Context: an optimization exercise on an open-source flow, tuned for small area and a short achievable clock period. The choices shown serve that exercise and are no tape-out recipe.
Only simulation tests tie the RTL to the original design; equivalence was not proved.
No activity file was given, so power comes from the tool's default toggle rates.

--- design/flow/design.v ---
package trn_rx_tlp_buffer_pkg;
  localparam int BEAT_W = 74;
  typedef struct packed {
    logic [6:0]  bar_hit_n;
    logic        errfwd;
    logic        eof;
    logic        rem_n;
    logic [63:0] data;
  } beat_t;
  typedef enum logic [1:0] {
    ST_IDLE = 2'd0,
    ST_PKT  = 2'd1,
    ST_DROP = 2'd2
  } rx_state_e;
endpackage
module trn_rx_tlp_buffer_ram #(
  parameter int DEPTH_LOG2 = 5,
  parameter int WIDTH      = 74,
  parameter int NWG        = 1        
) (
  input  logic                      clk,
  input  logic [NWG-1:0][2**DEPTH_LOG2-1:0] wr_sel,
  input  logic [WIDTH-1:0]          wr_dat,
  input  logic [2**DEPTH_LOG2-1:0]  rd_sel,
  output logic [WIDTH-1:0]          rd_dat
);
  localparam int DEPTH = 2**DEPTH_LOG2;
  logic [WIDTH-1:0] mem_q [DEPTH];
  always_ff @(posedge clk) begin
    for (int i = 0; i < DEPTH; i++)
      for (int b = 0; b < WIDTH; b++)
        if (wr_sel[b*NWG/WIDTH][i]) mem_q[i][b] <= wr_dat[b];
  end
  if (DEPTH == 32) begin : g_d32
    for (genvar b = 0; b < WIDTH; b++) begin : g_bit
      logic [3:0]  q;      
      logic [1:0]  r_n;    
      for (genvar g = 0; g < 4; g++) begin : g_oct
        trn_rx_tlp_buffer_ao8 u_ao (
          .a ({mem_q[8*g+7][b], mem_q[8*g+6][b], mem_q[8*g+5][b], mem_q[8*g+4][b],
               mem_q[8*g+3][b], mem_q[8*g+2][b], mem_q[8*g+1][b], mem_q[8*g][b]}),
          .s (rd_sel[8*g+7:8*g]),
          .y (q[g])
        );
      end
      trn_rx_tlp_buffer_nor2  u_nor0 (.a(q[0]), .b(q[1]), .y(r_n[0]));
      trn_rx_tlp_buffer_nor2  u_nor1 (.a(q[2]), .b(q[3]), .y(r_n[1]));
      trn_rx_tlp_buffer_nand2 u_out  (.a(r_n[0]), .b(r_n[1]), .y(rd_dat[b]));
    end
  end else begin : g_any
    always_comb begin
      rd_dat = '0;
      for (int i = 0; i < DEPTH; i++)
        rd_dat = rd_dat | (mem_q[i] & {WIDTH{rd_sel[i]}});
    end
  end
endmodule
module trn_rx_tlp_buffer_ao8 (
  input  logic [7:0] a,
  input  logic [7:0] s,
  output logic       y
);
  assign y = |(a & s);
endmodule
module trn_rx_tlp_buffer_nor2 (
  input  logic a, b,
  output logic y
);
  assign y = ~(a | b);
endmodule
module trn_rx_tlp_buffer_nand2 (
  input  logic a, b,
  output logic y
);
  assign y = ~(a & b);
endmodule
module trn_rx_tlp_buffer #(
  parameter int DEPTH_LOG2 = 5
) (
  input  logic                 trn_clk,
  input  logic                 trn_reset_n,
  input  logic                 trn_lnk_up_n,
  input  logic [63:0]          trn_rd,
  input  logic                 trn_rrem_n,
  input  logic                 trn_rsof_n,
  input  logic                 trn_reof_n,
  input  logic                 trn_rsrc_rdy_n,
  input  logic                 trn_rsrc_dsc_n,
  input  logic                 trn_rerrfwd_n,
  input  logic [6:0]           trn_rbar_hit_n,
  output logic                 trn_rdst_rdy_n,
  output logic [63:0]          tlp_data,
  output logic                 tlp_sof,
  output logic                 tlp_eof,
  output logic                 tlp_rem_n,
  output logic                 tlp_errfwd,
  output logic [6:0]           tlp_bar_hit_n,
  output logic                 tlp_valid,
  input  logic                 tlp_ready,
  output logic                 err_pulse
);
  localparam int AW = DEPTH_LOG2;
  localparam int PW = DEPTH_LOG2 + 1;
  localparam logic [PW-1:0] DEPTH_V  = {1'b1, {DEPTH_LOG2{1'b0}}};
  localparam logic [PW-1:0] LEN_LAST = DEPTH_V - PW'(1);
  logic            pkt_q, drop_q;            
  logic [PW-1:0]   wr_ptr_q, commit_ptr_q, rd_ptr_q, fetch_ptr_q;
  logic            rdst_rdy_n_q, err_q;
  logic [AW-1:0]   plen_q;                   
  logic [6:0]      bar_q;
  logic            s1_vld_q;
  logic [2**AW-1:0] s1_sel_q;                
  logic            tlp_valid_q, tlp_sof_q;
  logic            tlp_eof_q;                
  logic [63:0]     tlp_dat_q;
  logic            tlp_rem_n_q, tlp_errfwd_q;
  logic [6:0]      tlp_bar_q;
  logic beat, sof, eof, dsc, lnk_dn;
  assign lnk_dn = trn_lnk_up_n;
  assign beat   = ~trn_rsrc_rdy_n & ~rdst_rdy_n_q & ~trn_lnk_up_n;
  assign sof    = ~trn_rsof_n;
  assign eof    = ~trn_reof_n;
  assign dsc    = ~trn_rsrc_dsc_n;
  logic [PW-1:0] wr_inc, cm_inc, rd_wrap;
  logic          len_hit, dw31, dw32, dc31;
  assign wr_inc  = wr_ptr_q + PW'(1);
  assign cm_inc  = commit_ptr_q + PW'(1);
  assign rd_wrap = rd_ptr_q ^ DEPTH_V;
  assign len_hit = &plen_q;                   
  assign dw32    = (wr_ptr_q == rd_wrap);     
  assign dw31    = (wr_inc == rd_wrap);       
  assign dc31    = (cm_inc == rd_wrap);       
  logic i_start, p_restart, p_eof, p_drop, p_dsc, p_cont, d_exit;
  assign i_start   = ~pkt_q & ~drop_q & beat & sof;
  assign p_dsc     = pkt_q & dsc & ~lnk_dn;
  assign p_restart = pkt_q & ~dsc & beat & sof;
  assign p_eof     = pkt_q & ~dsc & beat & ~sof & eof;
  assign p_drop    = pkt_q & ~dsc & beat & ~sof & ~eof & len_hit;
  assign p_cont    = pkt_q & ~dsc & beat & ~sof & ~eof & ~len_hit;
  assign d_exit    = drop_q & ~lnk_dn & (dsc | (beat & eof));
  logic sel_w1, sel_c1, sel_c;
  assign sel_w1 = i_start | p_eof | p_cont;
  assign sel_c1 = p_restart;
  assign sel_c  = lnk_dn | p_dsc | p_drop;
  logic [PW-1:0] wr_ptr_d, commit_ptr_d;
  always_comb begin
    wr_ptr_d = wr_ptr_q;
    if (sel_c)       wr_ptr_d = commit_ptr_q;
    else if (sel_c1) wr_ptr_d = cm_inc;
    else if (sel_w1) wr_ptr_d = wr_inc;
    commit_ptr_d = commit_ptr_q;
    if ((i_start & eof) | p_eof) commit_ptr_d = wr_inc;
    else if (p_restart & eof)    commit_ptr_d = cm_inc;
  end
  logic          commit_evt;
  logic [AW-1:0] plen_d;
  assign commit_evt = ((i_start | p_restart) & eof) | p_eof;
  always_comb begin
    plen_d = plen_q;
    if (sel_c | commit_evt) plen_d = '0;
    else if (sel_c1)        plen_d = AW'(1);
    else if (sel_w1)        plen_d = plen_q + AW'(1);
  end
  logic pkt_d, drop_d, err_d;
  assign pkt_d  = ~lnk_dn & ((i_start & ~eof) | (pkt_q & ~p_dsc & ~p_eof & ~p_drop & ~(p_restart & eof)));
  assign drop_d = ~lnk_dn & ((drop_q & ~d_exit) | p_drop);
  assign err_d  = (lnk_dn & pkt_q)
                | (~pkt_q & ~drop_q & beat & ~sof)
                | p_dsc | p_restart | p_drop
                | (drop_q & dsc & ~lnk_dn);
  logic xfer, s2_take, rd_en;
  assign xfer    = tlp_valid_q & tlp_ready;
  assign s2_take = s1_vld_q & (~tlp_valid_q | tlp_ready);
  assign rd_en   = (fetch_ptr_q != commit_ptr_q) & (~s1_vld_q | s2_take);
  logic rdst_rdy_n_d;
  assign rdst_rdy_n_d = lnk_dn | (~xfer & ((~sel_c & ~sel_c1 & ~sel_w1 & dw32)
                                         | (sel_w1 & ~sel_c & ~sel_c1 & dw31)
                                         | (sel_c1 & ~sel_c & dc31)));
  trn_rx_tlp_buffer_pkg::beat_t ram_beat;
  logic [74:0] out_beat_d, out_beat_q, out_beat_new;
  assign out_beat_q   = {tlp_eof_q, tlp_sof_q, tlp_bar_q, tlp_errfwd_q, tlp_rem_n_q, tlp_dat_q};
  assign out_beat_new = {ram_beat.eof, tlp_eof_q, ram_beat.bar_hit_n, ram_beat.errfwd,
                         ram_beat.rem_n, ram_beat.data};
  for (genvar i = 0; i < 75; i++) begin : g_out_hold
    trn_rx_tlp_buffer_hold u_hold (
      .en (s2_take), .en_n (~s2_take), .d (out_beat_new[i]), .q (out_beat_q[i]), .y (out_beat_d[i])
    );
  end
  logic [2**AW-1:0] s1_sel_d;
  localparam int NWG = 4;                    
  logic [2**AW-1:0] fetch_sel;
  logic [NWG-1:0][2**AW-1:0] wr_sel;
  always_comb begin
    fetch_sel = '0;
    fetch_sel[fetch_ptr_q[AW-1:0]] = 1'b1;
  end
  logic [2**AW-1:0] wr_dec_n, cm_dec_n;
  logic             at_cm_n;
  for (genvar i = 0; i < 2**AW; i++) begin : g_s1_hold
    trn_rx_tlp_buffer_hold u_hold (
      .en (rd_en), .en_n (~rd_en), .d (fetch_sel[i]), .q (s1_sel_q[i]), .y (s1_sel_d[i])
    );
  end
  logic [AW-1:0] wr_ptr_dec_q, cm_ptr_dec_q;
  logic          blk_dec_q;
  trn_rx_tlp_buffer_creg #(.W(AW), .RST('0)) u_wr_copy (
    .clk (trn_clk), .rst_n (trn_reset_n), .d (wr_ptr_d[AW-1:0]), .q (wr_ptr_dec_q)
  );
  trn_rx_tlp_buffer_creg #(.W(AW), .RST('0)) u_cm_copy (
    .clk (trn_clk), .rst_n (trn_reset_n), .d (commit_ptr_d[AW-1:0]), .q (cm_ptr_dec_q)
  );
  trn_rx_tlp_buffer_creg #(.W(1), .RST(1'b1)) u_blk_copy (
    .clk (trn_clk), .rst_n (trn_reset_n), .d (rdst_rdy_n_d), .q (blk_dec_q)
  );
  trn_rx_tlp_buffer_wdec #(.AW(AW)) u_wdec (
    .wr_ptr (wr_ptr_dec_q),
    .cm_ptr (cm_ptr_dec_q),
    .blk    (blk_dec_q),
    .wr_dec_n (wr_dec_n),
    .cm_dec_n (cm_dec_n)
  );
  assign at_cm_n = ~(pkt_q & ~trn_rsrc_rdy_n & sof);
  for (genvar g = 0; g < NWG; g++) begin : g_wgrp
    for (genvar i = 0; i < 2**AW; i++) begin : g_rowen
      trn_rx_tlp_buffer_rowen u_rowen (
        .w_n (wr_dec_n[i]), .c_n (cm_dec_n[i]), .a_n (at_cm_n), .y (wr_sel[g][i])
      );
    end
  end
  trn_rx_tlp_buffer_pkg::beat_t wr_beat;
  always_comb begin
    wr_beat           = '0;
    wr_beat.data      = trn_rd;
    wr_beat.rem_n     = trn_rrem_n;
    wr_beat.eof       = eof;
    wr_beat.errfwd    = ~trn_rerrfwd_n;
    wr_beat.bar_hit_n = sof ? trn_rbar_hit_n : bar_q;
  end
  always_ff @(posedge trn_clk) begin
    if (!trn_reset_n) begin
      pkt_q        <= 1'b0;
      drop_q       <= 1'b0;
      wr_ptr_q     <= '0;
      commit_ptr_q <= '0;
      plen_q       <= '0;
      rd_ptr_q     <= '0;
      fetch_ptr_q  <= '0;
      rdst_rdy_n_q <= 1'b1;
      err_q        <= 1'b0;
      s1_vld_q     <= 1'b0;
      tlp_valid_q  <= 1'b0;
    end else begin
      pkt_q        <= pkt_d;
      drop_q       <= drop_d;
      wr_ptr_q     <= wr_ptr_d;
      commit_ptr_q <= commit_ptr_d;
      plen_q       <= plen_d;
      if (xfer)  rd_ptr_q    <= rd_ptr_q + PW'(1);
      if (rd_en) fetch_ptr_q <= fetch_ptr_q + PW'(1);
      rdst_rdy_n_q <= rdst_rdy_n_d;
      err_q        <= err_d;
      s1_vld_q     <= rd_en | (s1_vld_q & ~s2_take);
      tlp_valid_q  <= s2_take | (tlp_valid_q & ~xfer);
    end
  end
  always_ff @(posedge trn_clk) begin
    if (!trn_reset_n)  tlp_eof_q <= 1'b1;
    else               tlp_eof_q <= out_beat_d[74];
  end
  always_ff @(posedge trn_clk) begin
    if (beat & sof) bar_q <= trn_rbar_hit_n;
    s1_sel_q <= s1_sel_d;
    {tlp_sof_q, tlp_bar_q, tlp_errfwd_q, tlp_rem_n_q, tlp_dat_q} <= out_beat_d[73:0];
  end
  trn_rx_tlp_buffer_ram #(
    .DEPTH_LOG2 (DEPTH_LOG2),
    .NWG        (NWG),
    .WIDTH      (trn_rx_tlp_buffer_pkg::BEAT_W)
  ) u_ram (
    .clk     (trn_clk),
    .wr_sel  (wr_sel),
    .wr_dat  (wr_beat),
    .rd_sel  (s1_sel_q),
    .rd_dat  (ram_beat)
  );
  trn_rx_tlp_buffer_oreg #(.RST(1'b1)) u_rdst_out (
    .clk (trn_clk), .rst_n (trn_reset_n), .d (rdst_rdy_n_d), .q (trn_rdst_rdy_n)
  );
  trn_rx_tlp_buffer_oreg #(.RST(1'b0)) u_valid_out (
    .clk (trn_clk), .rst_n (trn_reset_n), .d (s2_take | (tlp_valid_q & ~xfer)), .q (tlp_valid)
  );
  assign tlp_data       = tlp_dat_q;
  assign tlp_sof        = tlp_sof_q;
  assign tlp_eof        = tlp_eof_q;
  assign tlp_rem_n      = tlp_rem_n_q;
  assign tlp_errfwd     = tlp_errfwd_q;
  assign tlp_bar_hit_n  = tlp_bar_q;
  assign err_pulse      = err_q;
endmodule
module trn_rx_tlp_buffer_wdec #(
  parameter int AW = 5
) (
  input  logic [AW-1:0]    wr_ptr,
  input  logic [AW-1:0]    cm_ptr,
  input  logic             blk,
  output logic [2**AW-1:0] wr_dec_n,
  output logic [2**AW-1:0] cm_dec_n
);
  if (AW == 5) begin : g_aw5
    logic [3:0] wr_lo, cm_lo;
    logic [7:0] wr_hi, cm_hi;
    trn_rx_tlp_buffer_predec2 u_wr_lo (.a(wr_ptr[1:0]), .blk(blk), .y(wr_lo));
    trn_rx_tlp_buffer_predec2 u_cm_lo (.a(cm_ptr[1:0]), .blk(blk), .y(cm_lo));
    trn_rx_tlp_buffer_predec3 u_wr_hi (.a(wr_ptr[4:2]), .y(wr_hi));
    trn_rx_tlp_buffer_predec3 u_cm_hi (.a(cm_ptr[4:2]), .y(cm_hi));
    for (genvar i = 0; i < 32; i++) begin : g_row
      trn_rx_tlp_buffer_nand2 u_wr (.a(wr_lo[i%4]), .b(wr_hi[i/4]), .y(wr_dec_n[i]));
      trn_rx_tlp_buffer_nand2 u_cm (.a(cm_lo[i%4]), .b(cm_hi[i/4]), .y(cm_dec_n[i]));
    end
  end else begin : g_any
    always_comb begin
      for (int i = 0; i < 2**AW; i++) begin
        wr_dec_n[i] = ~(~blk & (wr_ptr == AW'(i)));
        cm_dec_n[i] = ~(~blk & (cm_ptr == AW'(i)));
      end
    end
  end
endmodule
module trn_rx_tlp_buffer_predec2 (
  input  logic [1:0] a,
  input  logic       blk,
  output logic [3:0] y
);
  always_comb begin
    for (int k = 0; k < 4; k++) y[k] = ~blk & (a == 2'(k));
  end
endmodule
module trn_rx_tlp_buffer_predec3 (
  input  logic [2:0] a,
  output logic [7:0] y
);
  always_comb begin
    for (int k = 0; k < 8; k++) y[k] = (a == 3'(k));
  end
endmodule
module trn_rx_tlp_buffer_rowen (
  input  logic w_n, c_n, a_n,
  output logic y
);
  assign y = ~((a_n | c_n) & w_n);
endmodule
module trn_rx_tlp_buffer_hold (
  input  logic en, en_n, d, q,
  output logic y
);
  assign y = (en & d) | (en_n & q);
endmodule
module trn_rx_tlp_buffer_oreg #(
  parameter logic RST = 1'b0
) (
  input  logic clk, rst_n, d,
  output logic q
);
  always_ff @(posedge clk) begin
    if (!rst_n) q <= RST;
    else        q <= d;
  end
endmodule
module trn_rx_tlp_buffer_creg #(
  parameter int          W   = 1,
  parameter logic [W-1:0] RST = '0
) (
  input  logic         clk, rst_n,
  input  logic [W-1:0] d,
  output logic [W-1:0] q
);
  always_ff @(posedge clk) begin
    if (!rst_n) q <= RST;
    else        q <= d;
  end
endmodule
--- design/flow/flow/run.sh ---
#!/bin/bash
# Layout flow: the standard ORFS flow (standard.sh) with two changes:
#  - plain buffers, rather than the delay cells the resizer picks by default, on the ports;
#  - clock tree sinks clustered in bigger groups, without dummy loads (fewer clock buffers).
set -euo pipefail
bash standard.sh synth > synth.log 2>&1
bash standard.sh \
  "BUFFER_PORTS_ARGS=-buffer_cell sky130_fd_sc_hd__buf_2" \
  "CTS_ARGS=-sink_clustering_enable -repair_clock_nets -dont_use_dummy_load -sink_clustering_size 30 -sink_clustering_max_diameter 60" \
  finish > layout.log 2>&1
--- design/flow/standard.sh ---
#!/bin/bash
# synth_recipe.tcl (not shown) runs the flow's synth.tcl, then flattens the netlist and writes it again
# the make line also repeats each setting of config.mk as NAME=value (left out here)
make -C /OpenROAD-flow-scripts/flow DESIGN_CONFIG=/design/flow/config.mk WORK_HOME=/design/flow/orfs CLKGATE_MAP_FILE= SYNTH_SCRIPT=/design/flow/synth_recipe.tcl "${@:-finish}"
--- design/flow/config.mk ---
export PLATFORM = sky130hd
export DESIGN_NAME = trn_rx_tlp_buffer
export DESIGN_NICKNAME = trn_rx_tlp_buffer
export VERILOG_FILES = /design/flow/design.v
export SDC_FILE = /design/flow/constraint.sdc
export NUM_CORES = 4
export LEC_CHECK = 0
export CAP_MARGIN = 20
export CORE_MARGIN = 2
export CORE_UTILIZATION = 50
export PLACE_DENSITY = 0.65
export SETUP_SLACK_MARGIN = 1.8
export SLEW_MARGIN = 20
export SYNTH_HIERARCHICAL = 1
--- design/flow/constraint.sdc ---
create_clock -name core_clock -period 4.0 [get_ports {trn_clk}]
set_input_delay 0.8000 -clock core_clock [delete_from_list [all_inputs] [get_ports {trn_clk}]]
set_output_delay 0.8000 -clock core_clock [all_outputs]
set_load 0.01 [all_outputs]
==> qor.csv, run 1 <==
stage,metric,value,unit
yosys,postSynth.asyncResetShare,0,%
die,core_area,179000,µm²
timing,clock-skew-final,91.2,ps
hold_path,min_from,trn_rbar_hit_n[5],
final_layout,most_frequent_cells_in_the_layout,"edfxtp_1, a22oi_1, nand4_1, nor2_1, buf_4",
yosys,area_contributors_post_synth,"edfxtp_1, a22oi_1, dfxtp_1",
clock_network,clk_path_buf_depth,3,
yosys,postSynthAreaPerCell,18.4,µm²
die,die_h,429,µm
hold_path,hold-path-cell-count,1,
route,routed_wirelength,284,mm
worst_setup_path,rrSetupSlack,1740,ps
die,row_count,155,
yosys,synth_top_area_share,79.0,%
route,detail_route.wl_per_cell,36.4,µm
worst_setup_path,cp_num_buf_inv,0,
worst_setup_path,critPathLaunchType,flop,
timing,hold_violations,0,
worst_setup_path,r2r-end,tlp_bar_q[6],
pwr,power_density,482,nW/µm²
job,max-cap-violations,0,
route,routed-via-count,53000,
pwr,cellInternalPower,0.0372,W
yosys,synth-main-ff-cell,edfxtp_1,
timing,finalCritPeriodShare,56.5,%
clock_network,htree_levels,4,
yosys,sequential_area_share_after_synthesis,82.5,%
timing,tns,0,ps
worst_setup_path,r2r_cell_count,5,
pwr,totalPowerFinal,0.0489,W
timing,fmaxAchievable,442,MHz
yosys,synthCells,4913,
hold_path,hold_path_class,input port to flop,
die,initial_cell_density_of_the_core,50.5,%
yosys,yosysUniqueCellTypes,62,
pwr,static_leakage,31.6,nW
global_route,grt_pass1_vias,49500,
die,fp.dieW,429,µm
route,first_iter_violations,9038,
worst_setup_path,cp_max_fo,39,
timing,setup_viol,0,
final_layout,nNetsFinal,5529,
clock_network,numCtsBuffers,144,
placed_design,port_buffer_count,158,
final_layout,postLayoutCoreUtil,56.7,%
worst_setup_path,worst_ep_required_time,4690,ps
pwr,combPwrFrac,9.6,%
yosys,yosys_synthesis_warning_count,15,
placed_design,hpwl_dp,157,mm
clock_network,clock_insertion_delay_worst_skew,870,ps
worst_setup_path,crit_path_cell_trace,a22oi_1 > nand4_1 > nor2_1 > nand2_1 > a22o_1,
worst_setup_path,timing.critical_path.slowest_stage_cell,dfxtp_4,
clock_network,cts_tree,done,
global_route,grt_antenna_before_repair,9,
worst_setup_path,slowest_delay,570,ps
pwr,ir_drop,0.433,mV
worst_setup_path,critPathArrivalTime,2950,ps
worst_setup_path,endpoint_kind,flop,
route,drt.antenna.violating_nets,0,
worst_setup_path,timing.critical_path.max_delay_family,simple AND/OR/NAND/NOR gates,
global_route,gr-usage-all-layers,29.7,%
global_route,wire_length_of_the_first_global_routing_pass,381,mm
yosys,synth_enable_flop_cells,2375,
route,routed_via_density,6.80,
hold_path,hold-path-endpoint,bar_q[5],
global_route,overflow,0,
yosys,synth.ff_latch_count,2530,
final_layout,mostFrequentLayoutCell,edfxtp_1,
yosys,netlist.top_cell.by_area,edfxtp_1,
timing,worst_pin_slew,1130,ps
yosys,syn_area,90300,µm²
timing,rsz0062_at_grt,yes,
status,run_status,no timing/DRC/antenna violations,
timing,finalMaxSlewViolations,0,
placed_design,globalplace.congestion,0.882,
route,detail_route.drc_violations,0,
die,io_pins,159,
yosys,synthesized_netlist_net_count,5003,
timing,final_period_minus_worst_setup_slack,2260,ps
clock_network,cts.hold.buffers_added,0,
timing,worst_slew_margin_relative_to_its_limit,24.4,%
pwr,sequential_share_of_power,61.1,%
clock_network,cts.sinks,2530,
final_layout,area.growth.synth_to_final,12.4,%
clock_network,clkSlewWorstSetupHoldPaths,90,ps
clock_network,ctsRootBufferMaster,clkbuf_16,
final_layout,drive_above_1_share,16.6,%
worst_setup_path,critical_path.reg2reg.startpoint,s1_sel_q[31],
pwr,power_switching,0.0116,W
global_route,grt_max_degree,76,
pwr,power_frac_clock,29.3,%
worst_setup_path,setup.worst_path.class,flop to flop,
final_layout,n_fill_cell,13400,
pwr,switching_share,23.8,%
die,die-area,184000,µm²
route,firstDrtPassIters,8,
metrics by stage:
step | instance area, µm² | instances | hold slack (ps) | setup WS (ps)
after detailed placement | 95800 | 7567 | 448 | 838
after global routing | 101000 | 7793 | 163 | 1660
after floorplan | 90300 | 4913 | 460 | 1000
after global placement | 95800 | 7567 | 447 | 783
final | 101000 | 7797 | 186 | 1740
after CTS | 101000 | 7765 | 151 | 1680
cell families after synthesis:
| logic type | share of synthesized area (%) |
|---|---|
| AOI/OAI and AO/OA | 12.0 |
| xor gates and xnor gates | 0.466 |
| adders and majority gates | 0.125 |
| buffers and inverters | 0.147 |
| DFF | 82.5 |
| muxes | 0.187 |
| and+or+nand+nor | 4.60 |
power by group through the flow:
stage               registers, W  logic [W]  clock network, W
finish                    0.0299    0.00471            0.0143
global route              0.0299    0.00492            0.0152
detailed placement        0.0306    0.00423                 0
global placement          0.0306    0.00419                 0
floorplan                 0.0306    0.00173                 0
CTS                       0.0299    0.00463            0.0144
modules after synthesis, one instance, submodules excluded, excerpt:
module	cells	area [µm²]
trn_rx_tlp_buffer_predec2	4	30.0
trn_rx_tlp_buffer	494	5230
trn_rx_tlp_buffer_ao8	5	36.3
trn_rx_tlp_buffer_hold	1	8.76
trn_rx_tlp_buffer_rowen	1	5.00
trn_rx_tlp_buffer_nand2	1	3.75
trn_rx_tlp_buffer_nor2	1	3.75
trn_rx_tlp_buffer_predec3	8	65.1
cell usage after synthesis (all sizes together), types with 17 or more instances:
| library cell | instances |
|---|---|
| and2 | 29 |
| dfxtp | 155 |
| a22o | 109 |
| a22oi | 1186 |
| nand2 | 174 |
| nor3 | 17 |
| o21ai | 141 |
| nor2 | 216 |
| clkbuf | 17 |
| nand4 | 302 |
| xor2 | 17 |
| xnor2 | 31 |
| edfxtp | 2375 |
what timing repair did:
item / CTS / global route
pin swaps: 14 / 16
setup buffers: 52 / 27
setup endpoints to repair: 2478 / 1402
resized for setup: 152 / 64
cloned: 2 / 0
hold endpoints to repair: 0 / 0
worst max path at each step:
stage / from / end / slack, ps / cells after the start
floorplan: trn_rsrc_rdy_n / u_ram.mem_q[0][37] / 1000 / 2
global placement: trn_rsof_n / wr_ptr_q[5] / 780 / 7
detailed placement: trn_rsof_n / u_ram.mem_q[19][31] / 840 / 5
CTS: u_cm_copy.q[4] / u_ram.mem_q[19][40] / 1680 / 5
global route: plen_q[0] / rdst_rdy_n_q / 1660 / 11
finish: s1_sel_q[31] / tlp_bar_q[6] / 1740 / 5
layout make-up:
class / instances / area, µm² / share of cell area, %
Timing Repair Buffer: 400 / 3370 / 3.32
Tap cell: 2355 / 2950 / 2.90
Clock buffer: 144 / 3600 / 3.55
Timing Repair inverter: 1 / 7.51 / 0.00740
Inverter: 9 / 41.3 / 0.0407
Sequential cell: 2530 / 74600 / 73.5
Antenna cell: 5 / 12.5 / 0.0123
Multi-Input combinational cell: 2353 / 16900 / 16.6
sequential cells by signal, indices dropped and copies added (netlist names), 5 cells and up:
register	cells
u_wr_copy.q	5
s1_sel_q	32
u_ram.mem_q	2368
tlp_bar_q	7
fetch_ptr_q	6
plen_q	5
wr_ptr_q	6
commit_ptr_q	6
rd_ptr_q	6
tlp_dat_q	64
bar_q	7
u_cm_copy.q	5
per-layer routing:
metal | track usage (%) | vias to the layer above | share of wire (%) | routed length, µm
met5 | 0 | - | 0.0053 | 15
li1 | - | 21800 | - | -
met3 | 6.40 | 623 | 11 | 32300
met4 | 15.8 | 2 | 6.0 | 17100
met2 | 47.2 | 3524 | 47 | 135000
met1 | 38.6 | 27100 | 35 | 99800
==> inputs of run 2 (changes only) <==
--- a/design/flow/config.mk
+++ b/design/flow/config.mk
@@ -12,3 +12,4 @@
 export SETUP_SLACK_MARGIN = 1.8
 export SLEW_MARGIN = 20
 export SYNTH_HIERARCHICAL = 1
+export TNS_END_PERCENT = 10
==> qor.csv, run 2 <==
stage,metric,value,unit,change
placed_design,hpwl_dp,158,mm,was 157 mm
timing,finalCritPeriodShare,61.3,%,was 56.5%
yosys,sequential_area_share_after_synthesis,82.5,%,unchanged
job,max-cap-violations,0,,unchanged
pwr,static_leakage,31.1,nW,was 31.6 nW
placed_design,detailedPlace.worstSlack,826,ps,was 838 ps
timing,final_period_minus_worst_setup_slack,2450,ps,was 2260 ps
yosys,yosysUniqueCellTypes,62,,unchanged
final_layout,post_layout_nonfiller_instances,7759,,was 7797
die,core_area,179000,µm²,unchanged
worst_setup_path,slowest_delay,780,ps,was 570 ps
yosys,yosys_synthesis_warning_count,15,,unchanged
yosys,postSynth.asyncResetShare,0,%,unchanged
clock_network,numCtsBuffers,147,,was 144
worst_setup_path,critPathArrivalTime,2910,ps,was 2950 ps
yosys,synthCells,4913,,unchanged
route,detail_route.wl_per_cell,34.2,µm,was 36.4 µm
clock_network,clock_insertion_delay_worst_skew,850,ps,was 870 ps
route,routed-via-count,52000,,was 53000
route,firstDrtPassIters,8,,unchanged
route,first_iter_violations,8227,,was 9038
timing,clock-skew-final,92.7,ps,was 91.2 ps
yosys,synth_top_area_share,79.0,%,unchanged
timing,setup_viol,0,,unchanged
yosys,syn_area,90300,µm²,unchanged
worst_setup_path,setup.worst_path.class,flop to flop,,unchanged
route,detail_route.drc_violations,0,,unchanged
timing,worst_slew_margin_relative_to_its_limit,27.0,%,was 24.4%
die,die_h,429,µm,unchanged
final_layout,mostFrequentLayoutCell,edfxtp_1,,unchanged
final_layout,area.growth.synth_to_final,11.5,%,was 12.4%
worst_setup_path,cp_max_fo,18,,was 39
timing,fmaxAchievable,408,MHz,was 442 MHz
timing,worst_pin_slew,1090,ps,was 1130 ps
final_layout,registers.top_by_ff_count,u_ram.mem_q,,unchanged
placed_design,globalplace.congestion,0.912,,was 0.882
placed_design,dp.cells,7562,,was 7567
final_layout,final_design_area_no_fill,101000,µm²,about the same
clock_network,clkSlewWorstSetupHoldPaths,80,ps,was 90 ps
timing,setup_ws,1550,ps,was 1740 ps
final_layout,drive_above_1_share,14.7,%,was 16.6%
final_layout,nNetsFinal,5495,,was 5529
final_layout,max_ffs_per_register,2368,,unchanged
die,initial_cell_density_of_the_core,50.5,%,unchanged
die,row_count,155,,unchanged
global_route,overflow,0,,unchanged
timing,rsz0062_at_grt,yes,,unchanged
clock_network,cts.sinks,2530,,unchanged
yosys,synth_common_cells,"edfxtp_1, a22oi_1, nand4_1",,unchanged
yosys,synth_enable_flop_cells,2375,,unchanged
clock_network,clk_path_buf_depth,3,,unchanged
global_route,wire_length_of_the_first_global_routing_pass,358,mm,was 381 mm
clock_network,cts.hold.buffers_added,0,,unchanged
yosys,synth-main-ff-cell,edfxtp_1,,unchanged
route,routed_via_density,6.70,,was 6.80
worst_setup_path,crit_path_cell_trace,and3b_2 > nand2_1 > o21ai_2 > buf_4,,was a22oi_1 > nand4_1 > nor2_1 > nand2_1 > a22o_1
route,routed_wirelength,265,mm,was 284 mm
die,fp.dieW,429,µm,unchanged
die,die-area,184000,µm²,unchanged
hold_path,hold-path-cell-count,1,,unchanged
yosys,synthesized_netlist_net_count,5003,,unchanged
timing,tns,0,ps,unchanged
worst_setup_path,endpoint_kind,flop,,unchanged
global_route,grt_pass1_vias,48500,,was 49500
worst_setup_path,worst_ep_required_time,4460,ps,was 4690 ps
global_route,gr-usage-all-layers,27.4,%,was 29.7%
global_route,grt_max_degree,81,,was 76
placed_design,port_buffer_count,158,,unchanged
yosys,netlist.top_cell.by_area,edfxtp_1,,unchanged
timing,hold_violations,0,,unchanged
worst_setup_path,r2r_cell_count,4,,was 5
worst_setup_path,critPathLaunchType,flop,,unchanged
yosys,postSynthAreaPerCell,18.4,µm²,unchanged
global_route,grt_antenna_before_repair,6,,was 9
placed_design,placed_cell_area,95700,µm²,was 95800 µm²
status,run_status,no timing/DRC/antenna violations,,unchanged
clock_network,ctsRootBufferMaster,clkbuf_16,,unchanged
route,drt.antenna.violating_nets,0,,unchanged
die,io_pins,159,,unchanged
final_layout,most_frequent_cells_in_the_layout,"edfxtp_1, a22oi_1, nand4_1, nor2_1, buf_4",,unchanged
timing,finalMaxSlewViolations,0,,unchanged
worst_setup_path,timing.critical_path.slowest_stage_cell,dfxtp_1,,was dfxtp_4
yosys,synth.ff_latch_count,2530,,unchanged
yosys,area_contributors_post_synth,"edfxtp_1, a22oi_1, dfxtp_1",,unchanged
hold_path,hold_path_class,input port to flop,,unchanged
pwr,ir_drop,0.393,mV,was 0.433 mV
clock_network,htree_levels,4,,unchanged
yosys,synth.most_common_cell,edfxtp_1,,unchanged
clock_network,cts_tree,done,,unchanged
pwr,power_density,484,nW/µm²,was 482 nW/µm²
[run 2: final timing paths]
check,start,end,slack [ps]
setup / recovery,u_wr_copy.q[3],u_ram.mem_q[15][70],1550
hold / removal,trn_rbar_hit_n[1],bar_q[1],190
setup reg to reg,u_wr_copy.q[3],u_ram.mem_q[15][70],1550
hold reg to reg,tlp_dat_q[16],tlp_dat_q[16],460
[run 2: power by group]
part           internal, W  switching, W
clock              0.00653       0.00788
sequential          0.0294      0.000562
combinational      0.00138       0.00302
[run 2: through the flow]
step | power [W] | hold slack [ps] | utilization, %
after global placement | 0.0348 | 447 | 53.5
after floorplan | 0.0323 | 460 | -
final | 0.0487 | 193 | 56.3
after global routing | 0.0501 | 170 | 56.3
after detailed placement | 0.0348 | 450 | 53.5
after CTS | 0.0488 | 137 | 55.8
[run 2: metal layers]
metal	wire length [µm]	vias to the layer above	share of wire, %	track usage (%)
li1	-	21700	-	-
met1	99000	26500	37	37.6
met2	126000	3240	47	43.6
met3	28100	492	11	5.34
met4	12300	2	4.6	11.0
met5	12	-	0.0045	0
[run 2: critical path, delay by kind of cell, from the launching register on]
family                 cells  cell delay (ps)
DFF                        1              780
AOI/OAI and AO/OA          1              190
and+or+nand+nor            2              820
buffers and inverters      1              320
[run 2: per-module statistics from Yosys, one instance, submodules excluded, excerpt]
module                     times used  cells inside  area (µm²)  flops+latches
trn_rx_tlp_buffer                   1           494        5230            149
trn_rx_tlp_buffer_hold            107             1        8.76              0
trn_rx_tlp_buffer_nand2           138             1        3.75              0
trn_rx_tlp_buffer_nor2            148             1        3.75              0
trn_rx_tlp_buffer_predec2           2             4        30.0              0
trn_rx_tlp_buffer_predec3           2             8        65.1              0
trn_rx_tlp_buffer_rowen           128             1        5.00              0
[run 2: final cells by class]
| class | count | area (µm²) |
|---|---|---|
| well taps | 2355 | 2950 |
| multi-input cells | 2352 | 16700 |
| fillers | 13600 | 78200 |
| inverters | 9 | 37.5 |
| flip-flops and latches | 2530 | 74600 |
| clock buffers | 147 | 3680 |
| diodes | 1 | 2.50 |
| repair buffers | 365 | 2740 |
[run 2: repair_timing]
action	in CTS	in global routing
endpoints found under the setup margin	2344	2228
pin swaps	7	14
setup buffers	11	38
resized for setup	68	54
[run 2: logic make-up after synthesis]
family | after synthesis | share of synthesized area [%]
xor+xnor | 48 | 0.466
flops | 2530 | 82.5
simple gates | 807 | 4.60
buf+inv | 31 | 0.147
fa+ha+maj | 9 | 0.125
mux | 16 | 0.187
compound gates | 1472 | 12.0
==> inputs of run 3 (changes only) <==
--- a/design/flow/config.mk
+++ b/design/flow/config.mk
@@ -9,7 +9,7 @@
 export CORE_MARGIN = 2
 export CORE_UTILIZATION = 50
 export PLACE_DENSITY = 0.65
-export SETUP_SLACK_MARGIN = 1.8
+export SETUP_SLACK_MARGIN = 2.0
 export SLEW_MARGIN = 20
 export SYNTH_HIERARCHICAL = 1
 export TNS_END_PERCENT = 10
==> qor.csv, run 3 <==
stage,metric,value,unit,change
timing,tns,0,ps,unchanged
final_layout,registers.top_by_ff_count,u_ram.mem_q,,unchanged
timing,setup_ws,1620,ps,was 1550 ps
hold_path,min_from,trn_rbar_hit_n[1],,unchanged
worst_setup_path,critPathArrivalTime,2870,ps,was 2910 ps
die,fp.dieW,429,µm,unchanged
final_layout,nNetsFinal,5577,,was 5495
global_route,overflow,0,,unchanged
status,run_status,no timing/DRC/antenna violations,,unchanged
final_layout,multi_input_area,16800,µm²,was 16700 µm²
route,firstDrtPassIters,9,,was 8
timing,worst_pin_slew,959,ps,was 1090 ps
timing,fmaxAchievable,420,MHz,was 408 MHz
global_route,grt_antenna_before_repair,6,,unchanged
placed_design,port_buffer_count,158,,unchanged
pwr,ir_drop,0.400,mV,was 0.393 mV
placed_design,globalplace.congestion,0.912,,unchanged
timing,finalCritPeriodShare,59.5,%,was 61.3%
timing,rsz0062_at_grt,yes,,unchanged
yosys,synthCells,4913,,unchanged
route,routed_wirelength,290,mm,was 265 mm
timing,finalMaxSlewViolations,0,,unchanged
timing,final_period_minus_worst_setup_slack,2380,ps,was 2450 ps
placed_design,detailedPlace.worstSlack,826,ps,unchanged
worst_setup_path,cp_max_fo,18,,unchanged
placed_design,hpwl_dp,158,mm,unchanged
yosys,area_contributors_post_synth,"edfxtp_1, a22oi_1, dfxtp_1",,unchanged
route,detail_route.wl_per_cell,37.0,µm,was 34.2 µm
route,routed-via-count,54000,,was 52000
worst_setup_path,r2r_cell_count,4,,unchanged
worst_setup_path,worst_ep_required_time,4490,ps,was 4460 ps
clock_network,ctsRootBufferMaster,clkbuf_16,,unchanged
yosys,synthesized_netlist_net_count,5003,,unchanged
pwr,static_leakage,32.0,nW,was 31.1 nW
yosys,syn_area,90300,µm²,unchanged
die,io_pins,159,,unchanged
global_route,wire_length_of_the_first_global_routing_pass,361,mm,was 358 mm
final_layout,drive_above_1_share,16.6,%,was 14.7%
pwr,power_density,480,nW/µm²,was 484 nW/µm²
route,drt.antenna.violating_nets,0,,unchanged
clock_network,htree_levels,4,,unchanged
die,core_area,179000,µm²,unchanged
hold_path,hold-path-endpoint,bar_q[1],,unchanged
global_route,grt_max_degree,76,,was 81
hold_path,hold-path-cell-count,1,,unchanged
route,first_iter_violations,9241,,was 8227
timing,hold_violations,0,,unchanged
yosys,synth_enable_flop_cells,2375,,unchanged
route,detail_route.drc_violations,0,,unchanged
clock_network,clkSlewWorstSetupHoldPaths,80,ps,about the same
clock_network,clk_path_buf_depth,3,,unchanged
placed_design,dp.cells,7562,,unchanged
yosys,postSynth.asyncResetShare,0,%,unchanged
worst_setup_path,r2r-end,u_ram.mem_q[18][36],,was u_ram.mem_q[15][70]
timing,worst_slew_margin_relative_to_its_limit,35.8,%,was 27.0%
yosys,postSynthAreaPerCell,18.4,µm²,unchanged
die,die-area,184000,µm²,unchanged
final_layout,mostFrequentLayoutCell,edfxtp_1,,unchanged
final_layout,area.growth.synth_to_final,13.5,%,was 11.5%
final_layout,most_frequent_cells_in_the_layout,"edfxtp_1, a22oi_1, nand4_1, nor2_1, buf_4",,unchanged
yosys,synth_common_cells,"edfxtp_1, a22oi_1, nand4_1",,unchanged
global_route,grt_pass1_vias,48700,,was 48500
final_layout,post_layout_nonfiller_instances,7842,,was 7759
yosys,netlist.top_cell.by_area,edfxtp_1,,unchanged
die,die_h,429,µm,unchanged
pwr,totalPowerFinal,0.0491,W,was 0.0487 W
timing,setup_viol,0,,unchanged
yosys,synth-main-ff-cell,edfxtp_1,,unchanged
die,row_count,155,,unchanged
yosys,synth.ff_latch_count,2530,,unchanged
clock_network,cts.sinks,2530,,unchanged
clock_network,cts.hold.buffers_added,0,,unchanged
job,max-cap-violations,0,,unchanged
worst_setup_path,slowest_delay,520,ps,was 780 ps
worst_setup_path,setup.worst_path.class,flop to flop,,unchanged
final_layout,n_fill_cell,13300,,was 13600
yosys,synth.most_common_cell,edfxtp_1,,unchanged
final_layout,postLayoutCoreUtil,57.3,%,was 56.3%
worst_setup_path,critPathLaunchType,flop,,unchanged
clock_network,cts_tree,done,,unchanged
worst_setup_path,timing.critical_path.slowest_stage_cell,dfxtp_2,,was dfxtp_1
yosys,yosys_synthesis_warning_count,15,,unchanged
final_layout,area_taken_by_flip_flops_and_latches,74600,µm²,about the same
global_route,gr-usage-all-layers,27.6,%,was 27.4%
route,routed_via_density,6.88,,was 6.70
worst_setup_path,critical_path.reg2reg.startpoint,u_wr_copy.q[4],,was u_wr_copy.q[3]
timing,clock-skew-final,99.7,ps,was 92.7 ps
yosys,synth_top_area_share,79.0,%,unchanged
die,initial_cell_density_of_the_core,50.5,%,unchanged
yosys,sequential_area_share_after_synthesis,82.5,%,unchanged
final_layout,max_ffs_per_register,2368,,unchanged
hold_path,hold_path_class,input port to flop,,unchanged
worst_setup_path,endpoint_kind,flop,,unchanged
clock_network,clock_insertion_delay_worst_skew,860,ps,was 850 ps
worst_setup_path,rrSetupSlack,1620,ps,was 1550 ps
worst_setup_path,crit_path_cell_trace,nor3b_2 > nand2_1 > o21ai_2 > buf_4,,was and3b_2 > nand2_1 > o21ai_2 > buf_4
clock_network,numCtsBuffers,147,,unchanged
yosys,yosysUniqueCellTypes,62,,unchanged
run 3: cell count changes in the layout (fill, tap and decap cells not counted), sizes merged:
cell / previous run / this run
clkinvlp: 1 / 3
buf: 365 / 442
inv: 8 / 7
bufbuf: 0 / 4
diode: 1 / 2
run 3: through the flow:
step / cell area [µm²] / hold slack, ps
2_1_floorplan: 90300 / 460
4_1_cts: 100000 / 137
6_report: 102000 / 186
3_3_place_gp: 95700 / 447
5_1_grt: 102000 / 170
3_5_place_dp: 95700 / 450
run 3: layout make-up:
type / count / share of cell area (%)
inverter: 9 / 0.0403
sequential: 2530 / 72.8
timing repair inverter: 1 / 0.00733
multi-input combinational: 2352 / 16.4
timing repair buffer: 446 / 4.27
clock buffer: 147 / 3.59
antenna: 2 / 0.00489
tap: 2355 / 2.88
run 3: timing repair:
item | 4_1_cts | 5_1_grt
setup buffers | 26 | 97
resized for setup | 105 | 102
pin swaps | 16 | 20
cloned | 7 | 1
endpoints found under the setup margin | 2586 | 2569
run 3: logic make-up (layout without fill, tap and decap cells):
| family | after synthesis | count (layout) | share of synthesized area, % |
|---|---|---|---|
| and+or+nand+nor | 807 | 807 | 4.60 |
| DFF | 2530 | 2530 | 82.5 |
| adders and majority gates | 9 | 9 | 0.125 |
| muxes | 16 | 16 | 0.187 |
| AOI/OAI and AO/OA | 1472 | 1472 | 12.0 |
| xor gates and xnor gates | 48 | 48 | 0.466 |
| buffers and inverters | 31 | 603 | 0.147 |
| other | 0 | 2 | 0 |
run 3: modules after synthesis, one instance, submodules excluded, excerpt:
module                     times used  cells inside  cell area (µm²)
trn_rx_tlp_buffer                   1           494             5230
trn_rx_tlp_buffer_ao8             296             5             36.3
trn_rx_tlp_buffer_hold            107             1             8.76
trn_rx_tlp_buffer_nand2           138             1             3.75
trn_rx_tlp_buffer_nor2            148             1             3.75
trn_rx_tlp_buffer_predec2           2             4             30.0
trn_rx_tlp_buffer_predec3           2             8             65.1
trn_rx_tlp_buffer_rowen           128             1             5.00
run 3: metal layers:
| layer | vias up | track usage, % | wire length, µm |
|---|---|---|---|
| met3 | 657 | 5.36 | 36400 |
| met1 | 27500 | 37.7 | 104000 |
| met5 | - | 0 | 117 |
| met4 | 6 | 11.2 | 16200 |
| li1 | 21900 | - | - |
| met2 | 3921 | 44.0 | 134000 |
run 3: worst max path at each step:
stage	startpoint	to	slack [ps]	cells after the start
2_1_floorplan	trn_rsrc_rdy_n	u_ram.mem_q[0][37]	1000	2
3_3_place_gp	trn_rsof_n	u_ram.mem_q[23][22]	870	4
5_1_grt	plen_q[0]	u_blk_copy.q	1620	12
3_5_place_dp	trn_rsof_n	u_ram.mem_q[23][35]	830	4
6_report	u_wr_copy.q[4]	u_ram.mem_q[18][36]	1620	4
4_1_cts	rdst_rdy_n_q	u_blk_copy.q	1670	8
run 3: worst max-delay path: cells and delay by family (launching register included):
family	cells	cell delay [ps]
AOI/OAI and AO/OA	1	310
buffers and inverters	1	330
DFF	1	520
and+or+nand+nor	2	920
run 3: report_power, final:
part	total (W)	switching, W	leakage [nW]	internal, W
clock	0.0145	0.00793	1.81	0.00653
combinational	0.00483	0.00333	7.51	0.00150
sequential	0.0298	0.000472	22.7	0.0294
total	0.0491	0.0117	32.0	0.0374
==> inputs of run 4 (changes only) <==
--- a/design/flow/config.mk
+++ b/design/flow/config.mk
@@ -9,7 +9,6 @@
 export CORE_MARGIN = 2
 export CORE_UTILIZATION = 50
 export PLACE_DENSITY = 0.65
-export SETUP_SLACK_MARGIN = 2.0
+export SETUP_SLACK_MARGIN = 1.9
 export SLEW_MARGIN = 20
 export SYNTH_HIERARCHICAL = 1
-export TNS_END_PERCENT = 10
==> qor.csv, run 4 <==
stage,metric,value,unit,change
status,run_status,no timing/DRC/antenna violations,,unchanged
yosys,synth-main-ff-cell,edfxtp_1,,unchanged
route,first_iter_violations,9635,,was 9241
pwr,static_leakage,32.3,nW,was 32.0 nW
global_route,grt_max_degree,76,,unchanged
die,die_h,429,µm,unchanged
clock_network,clkSlewWorstSetupHoldPaths,90,ps,was 80 ps
placed_design,port_buffer_count,158,,unchanged
worst_setup_path,critPathLaunchType,flop,,unchanged
placed_design,hpwl_dp,157,mm,was 158 mm
pwr,totalPowerFinal,0.0494,W,was 0.0491 W
worst_setup_path,rrSetupSlack,1800,ps,was 1620 ps
clock_network,clock_insertion_delay_worst_skew,850,ps,was 860 ps
final_layout,nNetsFinal,5579,,was 5577
clock_network,cts.sinks,2530,,unchanged
clock_network,numCtsBuffers,144,,was 147
global_route,overflow,0,,unchanged
clock_network,clk_path_buf_depth,3,,unchanged
worst_setup_path,setup.worst_path.class,flop to flop,,unchanged
worst_setup_path,worst_setup_path_startpoint,plen_q[0],,was u_wr_copy.q[4]
yosys,netlist.top_cell.by_area,edfxtp_1,,unchanged
job,max-cap-violations,0,,unchanged
yosys,yosysUniqueCellTypes,62,,unchanged
timing,hold_violations,0,,unchanged
yosys,synth.ff_latch_count,2530,,unchanged
yosys,postSynth.asyncResetShare,0,%,unchanged
worst_setup_path,slowest_delay,350,ps,was 520 ps
final_layout,n_fill_cell,13200,,was 13300
timing,fmaxAchievable,454,MHz,was 420 MHz
timing,finalCritPeriodShare,55.1,%,was 59.5%
yosys,synthesized_netlist_net_count,5003,,unchanged
route,routed_wirelength,296,mm,was 290 mm
global_route,gr-usage-all-layers,30.8,%,was 27.6%
timing,rsz0062_at_grt,yes,,unchanged
final_layout,area.growth.synth_to_final,14.0,%,was 13.5%
worst_setup_path,r2r-end,rdst_rdy_n_q,,was u_ram.mem_q[18][36]
yosys,synthCells,4913,,unchanged
die,fp.dieW,429,µm,unchanged
die,die-area,184000,µm²,unchanged
clock_network,htree_levels,4,,unchanged
worst_setup_path,endpoint_kind,flop,,unchanged
worst_setup_path,r2r_cell_count,11,,was 4
global_route,grt_antenna_before_repair,7,,was 6
yosys,sequential_area_share_after_synthesis,82.5,%,unchanged
worst_setup_path,cp_max_fo,4,,was 18
timing,finalMaxSlewViolations,0,,unchanged
worst_setup_path,critical_path.endpoint,rdst_rdy_n_q,,was u_ram.mem_q[18][36]
route,drt.antenna.violating_nets,0,,unchanged
clock_network,cts_tree,done,,unchanged
timing,tns,0,ps,unchanged
yosys,synth_enable_flop_cells,2375,,unchanged
timing,setup_viol,0,,unchanged
timing,worst_pin_slew,974,ps,was 959 ps
worst_setup_path,cp_num_buf_inv,2,,was 1
timing,final_period_minus_worst_setup_slack,2200,ps,was 2380 ps
yosys,synth_common_cells,"edfxtp_1, a22oi_1, nand4_1",,unchanged
worst_setup_path,critical_path.reg2reg.startpoint,plen_q[0],,was u_wr_copy.q[4]
final_layout,drive_above_1_share,18.8,%,was 16.6%
yosys,postSynthAreaPerCell,18.4,µm²,unchanged
global_route,grt_pass1_vias,50100,,was 48700
yosys,synth_top_area_share,79.0,%,unchanged
route,firstDrtPassIters,6,,was 9
yosys,syn_area,90300,µm²,unchanged
placed_design,globalplace.congestion,0.882,,was 0.912
timing,worst_slew_margin_relative_to_its_limit,35.0,%,was 35.8%
worst_setup_path,timing.critical_path.max_delay_family,simple AND/OR/NAND/NOR gates,,unchanged
yosys,yosys_synthesis_warning_count,15,,unchanged
final_layout,registers.top_by_ff_count,u_ram.mem_q,,unchanged
worst_setup_path,timing.critical_path.slowest_stage_cell,dfxtp_2,,unchanged
pwr,ir_drop,0.426,mV,was 0.400 mV
worst_setup_path,cp_common_cell,ha_4,,
die,row_count,155,,unchanged
route,detail_route.drc_violations,0,,unchanged
yosys,synth.most_common_cell,edfxtp_1,,unchanged
die,initial_cell_density_of_the_core,50.5,%,unchanged
global_route,wire_length_of_the_first_global_routing_pass,392,mm,was 361 mm
worst_setup_path,worst_ep_required_time,4680,ps,was 4490 ps
clock_network,ctsRootBufferMaster,clkbuf_16,,unchanged
clock_network,cts.hold.buffers_added,0,,unchanged
worst_setup_path,critPathArrivalTime,2880,ps,was 2870 ps
worst_setup_path,crit_path_cell_trace,ha_4 > and3_4 > ha_4 > and2_4 > nand4b_1 > buf_6 > buf_12 > nand2_8 > nor4_2 > o21ai_1 > or3b_1,,was nor3b_2 > nand2_1 > o21ai_2 > buf_4
route,routed_via_density,6.93,,was 6.88
hold_path,hold_path_class,input port to flop,,unchanged
worst_setup_path,worst-path-stages,11,,was 4
pwr,power_density,480,nW/µm²,about the same
final_layout,mostFrequentLayoutCell,edfxtp_1,,unchanged
die,io_pins,159,,unchanged
route,routed-via-count,54400,,was 54000
die,core_area,179000,µm²,unchanged
final_layout,max_ffs_per_register,2368,,unchanged
timing,clock-skew-final,91.2,ps,was 99.7 ps
route,detail_route.wl_per_cell,37.7,µm,was 37.0 µm
yosys,area_contributors_post_synth,"edfxtp_1, a22oi_1, dfxtp_1",,unchanged
final_layout,most_frequent_cells_in_the_layout,"edfxtp_1, a22oi_1, nand4_1, nor2_1, buf_4",,unchanged
run 4: per-stage QoR:
| stage | cells | utilization [%] | hold slack, ps | instance area, µm² | setup slack, ps |
|---|---|---|---|---|---|
| after floorplan | 4913 | - | 460 | 90300 | 1000 |
| final | 7846 | 57.6 | 188 | 103000 | 1800 |
| after global routing | 7842 | 57.6 | 166 | 103000 | 1670 |
| after CTS | 7807 | 57.0 | 151 | 102000 | 1720 |
| after detailed placement | 7567 | 53.6 | 448 | 95800 | 838 |
| after global placement | 7567 | 53.6 | 447 | 95800 | 783 |
run 4: kinds of logic (layout without fill, tap and decap cells):
kind of cell / count (synthesis) / count (layout) / share of synthesized area, %
AO/OA/AOI/OAI: 1472 / 1472 / 12.0
multiplexers: 16 / 16 / 0.187
adder cells (fa/ha/maj): 9 / 9 / 0.125
other: 0 / 4 / 0
XOR/XNOR: 48 / 48 / 0.466
buffers and inverters: 31 / 604 / 0.147
AND/OR/NAND/NOR: 807 / 808 / 4.60
flip-flops: 2530 / 2530 / 82.5
run 4: where the power goes:
| group | switching (W) | leakage, nW | internal (W) | total (W) |
|---|---|---|---|---|
| Clock | 0.00792 | 1.77 | 0.00640 | 0.0143 |
| Combinational | 0.00342 | 7.82 | 0.00178 | 0.00520 |
| Sequential | 0.000502 | 22.7 | 0.0294 | 0.0299 |
run 4: metal layers:
layer  wire (µm)  track usage [%]  vias to the layer above
met4       18500             15.8                        2
met5           8                0                        -
li1            -                -                    21900
met2      138000             48.7                     3849
met3       36000             7.28                      671
met1      103000             40.1                    28000
run 4: timing repair:
action	in CTS	in global routing
pin swaps	31	23
setup endpoints to repair	2549	1950
buffers inserted	93	35
cloned	3	0
resized for setup	311	118
run 4: per-module statistics from Yosys (local to each module, per instance), excerpt:
module                     area [µm²]  times used  flops+latches
trn_rx_tlp_buffer_ao8            36.3         296              0
trn_rx_tlp_buffer_nor2           3.75         148              0
trn_rx_tlp_buffer_predec2        30.0           2              0
trn_rx_tlp_buffer_rowen          5.00         128              0
trn_rx_tlp_buffer                5230           1            149
trn_rx_tlp_buffer_hold           8.76         107              0
trn_rx_tlp_buffer_predec3        65.1           2              0
trn_rx_tlp_buffer_nand2          3.75         138              0
run 4: final cells by class:
| cell class | count | area, µm² | share of cell area, % |
|---|---|---|---|
| sequential | 2530 | 74700 | 72.6 |
| multi-input combinational | 2353 | 17100 | 16.6 |
| timing repair buffer | 450 | 4550 | 4.42 |
| clock buffer | 144 | 3600 | 3.50 |
| tap | 2355 | 2950 | 2.86 |
| inverter | 9 | 41.3 | 0.0401 |
| antenna | 4 | 10.0 | 0.00972 |
| timing repair inverter | 1 | 7.51 | 0.00729 |
run 4: how the worst min path moves through the flow:
| stage | startpoint | to | slack, ps | cells after the start |
|---|---|---|---|---|
| 6_report | trn_rbar_hit_n[2] | bar_q[2] | 190 | 1 |
| 3_5_place_dp | tlp_dat_q[26] | tlp_dat_q[26] | 450 | 1 |
| 4_1_cts | trn_rbar_hit_n[5] | bar_q[5] | 150 | 1 |
| 5_1_grt | trn_rbar_hit_n[5] | bar_q[5] | 170 | 1 |
| 2_1_floorplan | plen_q[1] | plen_q[1] | 460 | 2 |
| 3_3_place_gp | tlp_dat_q[7] | tlp_dat_q[7] | 450 | 1 |
==> inputs of run 5 (changes only) <==
--- a/design/flow/config.mk
+++ b/design/flow/config.mk
@@ -8,7 +8,7 @@
 export CAP_MARGIN = 20
 export CORE_MARGIN = 2
 export CORE_UTILIZATION = 50
-export PLACE_DENSITY = 0.65
-export SETUP_SLACK_MARGIN = 1.9
+export PLACE_DENSITY = 0.72
+export SETUP_SLACK_MARGIN = 1.8
 export SLEW_MARGIN = 20
 export SYNTH_HIERARCHICAL = 1
==> qor.csv, run 5 <==
stage,metric,value,unit,change
worst_setup_path,setup.worst_path.class,flop to flop,,unchanged
route,routed_wirelength,275,mm,was 296 mm
yosys,area_contributors_post_synth,"edfxtp_1, a22oi_1, dfxtp_1",,unchanged
yosys,synth_top_area_share,79.0,%,unchanged
timing,final_period_minus_worst_setup_slack,2360,ps,was 2200 ps
final_layout,nNetsFinal,5542,,was 5579
clock_network,ctsRootBufferMaster,clkbuf_16,,unchanged
yosys,synth-main-ff-cell,edfxtp_1,,unchanged
yosys,synth_enable_flop_cells,2375,,unchanged
die,initial_cell_density_of_the_core,50.5,%,unchanged
yosys,synth.most_common_cell,edfxtp_1,,unchanged
worst_setup_path,worst_ep_required_time,4470,ps,was 4680 ps
clock_network,cts.sinks,2530,,unchanged
route,routed-via-count,53900,,was 54400
global_route,gr-usage-all-layers,28.5,%,was 30.8%
final_layout,drive_above_1_share,16.2,%,was 18.8%
yosys,sequential_area_share_after_synthesis,82.5,%,unchanged
status,run_status,no timing/DRC/antenna violations,,unchanged
timing,finalMaxSlewViolations,0,,unchanged
pwr,static_leakage,31.6,nW,was 32.3 nW
global_route,wire_length_of_the_first_global_routing_pass,372,mm,was 392 mm
worst_setup_path,cp_max_fo,8,,was 4
route,detail_route.drc_violations,0,,unchanged
clock_network,clock_insertion_delay_worst_skew,860,ps,was 850 ps
timing,setup_viol,0,,unchanged
pwr,ir_drop,0.335,mV,was 0.426 mV
yosys,postSynth.asyncResetShare,0,%,unchanged
die,die_h,429,µm,unchanged
yosys,synth.ff_latch_count,2530,,unchanged
worst_setup_path,critical_path.reg2reg.startpoint,u_blk_copy.q,,was plen_q[0]
yosys,synthCells,4913,,unchanged
timing,hold_violations,0,,unchanged
die,io_pins,159,,unchanged
timing,finalCritPeriodShare,59.0,%,was 55.1%
timing,clock-skew-final,116,ps,was 91.2 ps
hold_path,hold_path_class,input port to flop,,unchanged
global_route,grt_pass1_vias,50400,,was 50100
global_route,grt_antenna_before_repair,3,,was 7
final_layout,area.growth.synth_to_final,13.4,%,was 14.0%
die,core_area,179000,µm²,unchanged
clock_network,cts_tree,done,,unchanged
yosys,synthesized_netlist_net_count,5003,,unchanged
clock_network,clk_path_buf_depth,3,,unchanged
route,firstDrtPassIters,16,,was 6
final_layout,registers.top_by_ff_count,u_ram.mem_q,,unchanged
global_route,grt_max_degree,76,,unchanged
job,max-cap-violations,0,,unchanged
placed_design,dp.cells,7526,,was 7567
yosys,yosysUniqueCellTypes,62,,unchanged
worst_setup_path,endpoint_kind,flop,,unchanged
timing,tns,0,ps,unchanged
global_route,overflow,0,,unchanged
yosys,yosys_synthesis_warning_count,15,,unchanged
die,row_count,155,,unchanged
clock_network,clkSlewWorstSetupHoldPaths,70,ps,was 90 ps
timing,fmaxAchievable,424,MHz,was 454 MHz
clock_network,cts.hold.buffers_added,0,,unchanged
final_layout,max_ffs_per_register,2368,,unchanged
pwr,power_density,473,nW/µm²,was 480 nW/µm²
placed_design,port_buffer_count,158,,unchanged
timing,worst_pin_slew,1180,ps,was 974 ps
final_layout,postLayoutCoreUtil,57.2,%,was 57.6%
final_layout,most_frequent_cells_in_the_layout,"edfxtp_1, a22oi_1, nand4_1, nor2_1, buf_2",,"was edfxtp_1, a22oi_1, nand4_1, nor2_1, buf_4"
die,die-area,184000,µm²,unchanged
clock_network,htree_levels,4,,unchanged
worst_setup_path,critPathLaunchType,flop,,unchanged
route,drt.antenna.violating_nets,0,,unchanged
worst_setup_path,critPathArrivalTime,2830,ps,was 2880 ps
timing,rsz0062_at_grt,yes,,unchanged
yosys,netlist.top_cell.by_area,edfxtp_1,,unchanged
yosys,postSynthAreaPerCell,18.4,µm²,unchanged
placed_design,hpwl_dp,155,mm,was 157 mm
placed_design,globalplace.congestion,0.917,,was 0.882
route,detail_route.wl_per_cell,35.2,µm,was 37.7 µm
route,first_iter_violations,10200,,was 9635
final_layout,post_layout_nonfiller_instances,7807,,was 7846
final_layout,mostFrequentLayoutCell,edfxtp_1,,unchanged
clock_network,numCtsBuffers,135,,was 144
timing,worst_slew_margin_relative_to_its_limit,21.6,%,was 35.0%
yosys,syn_area,90300,µm²,unchanged
hold_path,min_from,trn_rbar_hit_n[6],,was trn_rbar_hit_n[2]
worst_setup_path,worst_setup_path_startpoint,u_blk_copy.q,,was plen_q[0]
yosys,synth_common_cells,"edfxtp_1, a22oi_1, nand4_1",,unchanged
die,fp.dieW,429,µm,unchanged
route,routed_via_density,6.91,,was 6.93
[run 5: timing repair]
| item | in CTS | in global routing |
|---|---|---|
| setup buffers | 110 | 25 |
| cloned | 7 | 0 |
| pin swaps | 53 | 11 |
| resized for setup | 180 | 97 |
| setup endpoints to repair | 2323 | 1544 |
[run 5: final cells by class]
type / count / area (µm²)
Fill cell: 12900 / 76500
Sequential cell: 2530 / 74600
Multi-Input combinational cell: 2353 / 17100
Timing Repair Buffer: 422 / 4280
Clock buffer: 135 / 3380
Tap cell: 2355 / 2950
Inverter: 9 / 41.3
Timing Repair inverter: 1 / 7.51
Antenna cell: 2 / 5.00
[run 5: path summary, 6_finish.rpt]
check | depth (start not counted) | endpoint | slack, ps
hold / removal | 1 | bar_q[6] | 210
setup reg to reg | 6 | u_ram.mem_q[23][45] | 1640
setup / recovery | 6 | u_ram.mem_q[23][45] | 1640
hold reg to reg | 1 | tlp_dat_q[48] | 470
[run 5: metal layers]
metal / track usage [%] / vias up / wire length (µm)
li1: - / 21800 / -
met1: 37.6 / 27200 / 94400
met2: 44.4 / 4208 / 127000
met3: 7.15 / 716 / 37000
met4: 14.1 / 2 / 16000
met5: 0 / - / 81
[run 5: cell families after synthesis]
kind of cell    synth area share, %
flops                          82.5
compound gates                 12.0
simple gates                   4.60
xor+xnor                      0.466
buf+inv                       0.147
mux                           0.187
fa+ha+maj                     0.125
[run 5: power breakdown]
group,internal (W),switching (W)
registers,0.0294,0.000619
logic,0.00146,0.00322
clock network,0.00602,0.00771
total,0.0369,0.0115
[run 5: Yosys stat by module (local to each module, per instance), a selection]
module | cell area [µm²] | flops+latches | times used
trn_rx_tlp_buffer_hold | 8.76 | 0 | 107
trn_rx_tlp_buffer_rowen | 5.00 | 0 | 128
trn_rx_tlp_buffer_predec3 | 65.1 | 0 | 2
trn_rx_tlp_buffer_predec2 | 30.0 | 0 | 2
trn_rx_tlp_buffer_nor2 | 3.75 | 0 | 148
trn_rx_tlp_buffer | 5230 | 149 | 1
trn_rx_tlp_buffer_ao8 | 36.3 | 0 | 296
trn_rx_tlp_buffer_nand2 | 3.75 | 0 | 138
[run 5: per-stage QoR]
| stage | hold WS, ps | setup WS (ps) | instance area (µm²) | power [W] |
|---|---|---|---|---|
| after floorplan | 460 | 1000 | 90300 | 0.0323 |
| after global placement | 451 | 718 | 95500 | 0.0348 |
| after detailed placement | 449 | 697 | 95500 | 0.0349 |
| after CTS | 168 | 1560 | 102000 | 0.0482 |
| after global routing | 182 | 1610 | 102000 | 0.0495 |
| final | 206 | 1640 | 102000 | 0.0484 |
[run 5: critical path, stage by stage (launching register included)]
cell and delay (ps):
dfxtp_1 470, and3b_2 440, nand2_2 230, buf_4 250, o21ai_4 310, buf_6 200, buf_12 130

## separate check: timing with driven ports
Ports are ideal in the flow. The routed layouts listed here were re-timed in OpenROAD.
Step 1, drivers: a clkbuf_16 drives trn_clk and a buf_2 each remaining input, both assumed.
Step 2 times the ports against the registers' clock, not the clock port: input delays grow and output delays shrink by t, the midpoint of the rising clock arrivals with the driver on.
Slacks: ideal ports / drivers / drivers and shift; pairs: ideal ports / drivers.
run	t (ns)	setup slack, ns	worst setup path after step 2	worst register clock-pin slew, ns	worst data-port slew with drivers (ns)
run 1	0.896	1.739 / 1.739 / 1.004	input to register	0.11 / 0.11	0.05
run 2	0.887	1.548 / 1.548 / 0.958	input to register	0.11 / 0.11	0.07
run 3	0.899	1.620 / 1.620 / 0.995	input to register	0.11 / 0.11	0.06
run 4	0.894	1.796 / 1.758 / 1.066	input to register	0.11 / 0.11	0.05
run 5	0.892	1.639 / 1.639 / 0.933	input to register	0.11 / 0.11	0.18
After both steps every run listed still meets setup and hold. For run 1, which loses most, drivers alone change the setup slack by 0.000 ns; drivers and shift together by -0.735 ns.
